Context: an optimization exercise on an open-source flow, tuned for small area, a short achievable clock period and few clock cycles. The choices shown serve that exercise and are no tape-out recipe.
The RTL was checked by simulation tests, not by an equivalence proof against the original design.
Power is estimated from default activity; no workload was simulated.

Setup of run A:
==> flow/design.v (excerpt) <==
module mcs51_core #(
  parameter int IRAM_SIZE = mcs51_pkg::IRAM_SIZE_DEFAULT
) (
  input  logic        clk,
  input  logic        reset_n,
  output logic [15:0] code_addr,
  input  logic [7:0]  code_rdata,
  output logic [7:0]  sfr_raddr,
  input  logic [7:0]  sfr_rdata,
  output logic [7:0]  sfr_waddr,
  output logic [7:0]  sfr_wdata,
  output logic        sfr_we
);
For scale: ~59 I/O pins, ~0.052 sq mm of cells after synthesis.
clock: 10.0 ns
lec_check: 0
cap_margin: 20
core_margin: 2
core_utilization: 40
slew_margin: 20
synth_hierarchical: 1
synth_minimum_keep_size: 0
standard.sh (not shown) runs the stock make flow with config.mk's settings and CLKGATE_MAP_FILE= SYNTH_SCRIPT=/design/flow/synth_recipe.tcl, a recipe that flattens the netlist after the stock synthesis.
==> flow/flow/run.sh <==
#!/bin/bash
# The standard ORFS layout with three changes: adders are left to ABC as plain
# gates (no full/half-adder cells, which ABC cannot restructure for speed),
# timing repair aims past the clock period (repair_timing's setup margin), and
# no gate cloning, which can leave an overloaded driver after the last design
# repair.
set -euo pipefail
bash standard.sh SETUP_SLACK_MARGIN=7.0 SKIP_GATE_CLONING=1 ADDER_MAP_FILE= finish > standard_flow.log 2>&1
Testbench counts of run A, summed over its fixed seeds: cycles 39,651.
Setup changes, run A to run B
--- a/flow/flow/run.sh
+++ b/flow/flow/run.sh
@@ -7,2 +7,2 @@
 set -euo pipefail
-bash standard.sh SETUP_SLACK_MARGIN=7.0 SKIP_GATE_CLONING=1 ADDER_MAP_FILE= finish > standard_flow.log 2>&1
+bash standard.sh SETUP_SLACK_MARGIN=6.5 SKIP_GATE_CLONING=1 ADDER_MAP_FILE= finish > standard_flow.log 2>&1
Compared with run A, run B shows a power that is 4.8% lower. Relative to run A, the part of the total power dissipated in combinational logic of run B is lower by 3.3 points. The logic depth of the worst path, buffers included of run B is lower than that of run A. [run B vs run A] detailed route wirelength on metal3: lower in run B. Cmp run A and run B / overall global routing resource usage / lower: run B. Of the two values seen for uppermost layer routed, met5 was produced by run A and met4 by run B. A capturing element of the worst setup path of x_reg[6]$_DFF_P_ is what run A shows, while pc[14]$_DFF_PN0_ belongs to run B. Cmp run A and run B / via count / higher: run A. Run B: fraction of standard cell area that is sequential higher than run A. Area of the multi-input gates sits lower in run B than in run A.
For run C, these inputs were changed with respect to run B:
--- a/flow/flow/run.sh
+++ b/flow/flow/run.sh
@@ -7,2 +7,2 @@
 set -euo pipefail
-bash standard.sh SETUP_SLACK_MARGIN=6.5 SKIP_GATE_CLONING=1 ADDER_MAP_FILE= finish > standard_flow.log 2>&1
+bash standard.sh SETUP_SLACK_MARGIN=7.3 SKIP_GATE_CLONING=1 ADDER_MAP_FILE= finish > standard_flow.log 2>&1
==> run notes <==
Run C ends up with a wire length of the first global-routing pass that is about 10% higher than in run B.
Delta (run C minus run B): worst setup slack +110 ps; first-iteration DRC count +173.

========
mcs51_core again, from the RTL that the note above started with.
clock: 10.0 ns
lec_check: 0
cap_margin: 20
core_margin: 2
core_utilization: 40
slew_margin: 20
synth_hierarchical: 1
synth_minimum_keep_size: 0
==> flow/flow/run.sh <==
#!/bin/bash
# The standard ORFS layout with three changes: adders are left to ABC as plain
# gates (no full/half-adder cells, which ABC cannot restructure for speed),
# timing repair aims past the clock period (repair_timing's setup margin), and
# no gate cloning, which can leave an overloaded driver after the last design
# repair.
set -euo pipefail
bash standard.sh SETUP_SLACK_MARGIN=6.65 SKIP_GATE_CLONING=1 ADDER_MAP_FILE= finish > standard_flow.log 2>&1
The starting point finished with timing, DRC and antenna clean.
Testbench counts at the start, summed over its fixed seeds: cycles 39,651.
Change:
--- a/flow/flow/run.sh
+++ b/flow/flow/run.sh
@@ -6,3 +6,3 @@
 # repair.
 set -euo pipefail
-bash standard.sh SETUP_SLACK_MARGIN=6.65 SKIP_GATE_CLONING=1 ADDER_MAP_FILE= finish > standard_flow.log 2>&1
+bash standard.sh SETUP_SLACK_MARGIN=6.8 SKIP_GATE_CLONING=1 ADDER_MAP_FILE= finish > standard_flow.log 2>&1
--- a/flow/config.mk
+++ b/flow/config.mk
@@ -8,5 +8,5 @@
 export CAP_MARGIN = 20
 export CORE_MARGIN = 2
-export CORE_UTILIZATION = 40
+export CORE_UTILIZATION = 45
 export SLEW_MARGIN = 20
 export SYNTH_HIERARCHICAL = 1
The new run went through all stages and came out clean; routed wire length goes up by 3.3%; global-route usage went up by 3.5 points; non-clock buffer count climbs by 81; sequential share of layout area goes down by 1.0 points; cell count went down by 2.7%; worst setup slack gets worse by 0.0055 ns; area after synthesis is unchanged.

## port drivers added, routing unchanged
Ports are ideal in the flow. The routed layouts listed here were re-timed in OpenROAD.
Step 1, drivers: a clkbuf_16 drives clk and a buf_2 each remaining input, both assumed.
Step 2 times the ports against the registers' clock, not the clock port: input delays grow and output delays shrink by t, the midpoint of the rising clock arrivals with the driver on.
Three values: ideal ports, drivers, drivers and shift; two values: the first two.
run	t, ns	setup WS [ns]	worst setup path at the end	worst data-port slew with drivers (ns)
run A	0.824	6.619 / 6.583 / 6.077	input to register	0.06
run B	0.813	6.548 / 6.481 / 5.815	input to register	0.06
run C	0.816	6.663 / 6.583 / 6.006	input to register	0.05
the first run of note 2	0.829	6.664 / 6.591 / 5.901	input to register	0.06
the second run of note 2	0.806	6.659 / 6.611 / 6.027	input to register	0.06
After both steps every run listed still meets setup and hold. The setup slack of the first run of note 2, which loses most, moves by -0.073 ns with the drivers and by -0.763 ns with both steps.
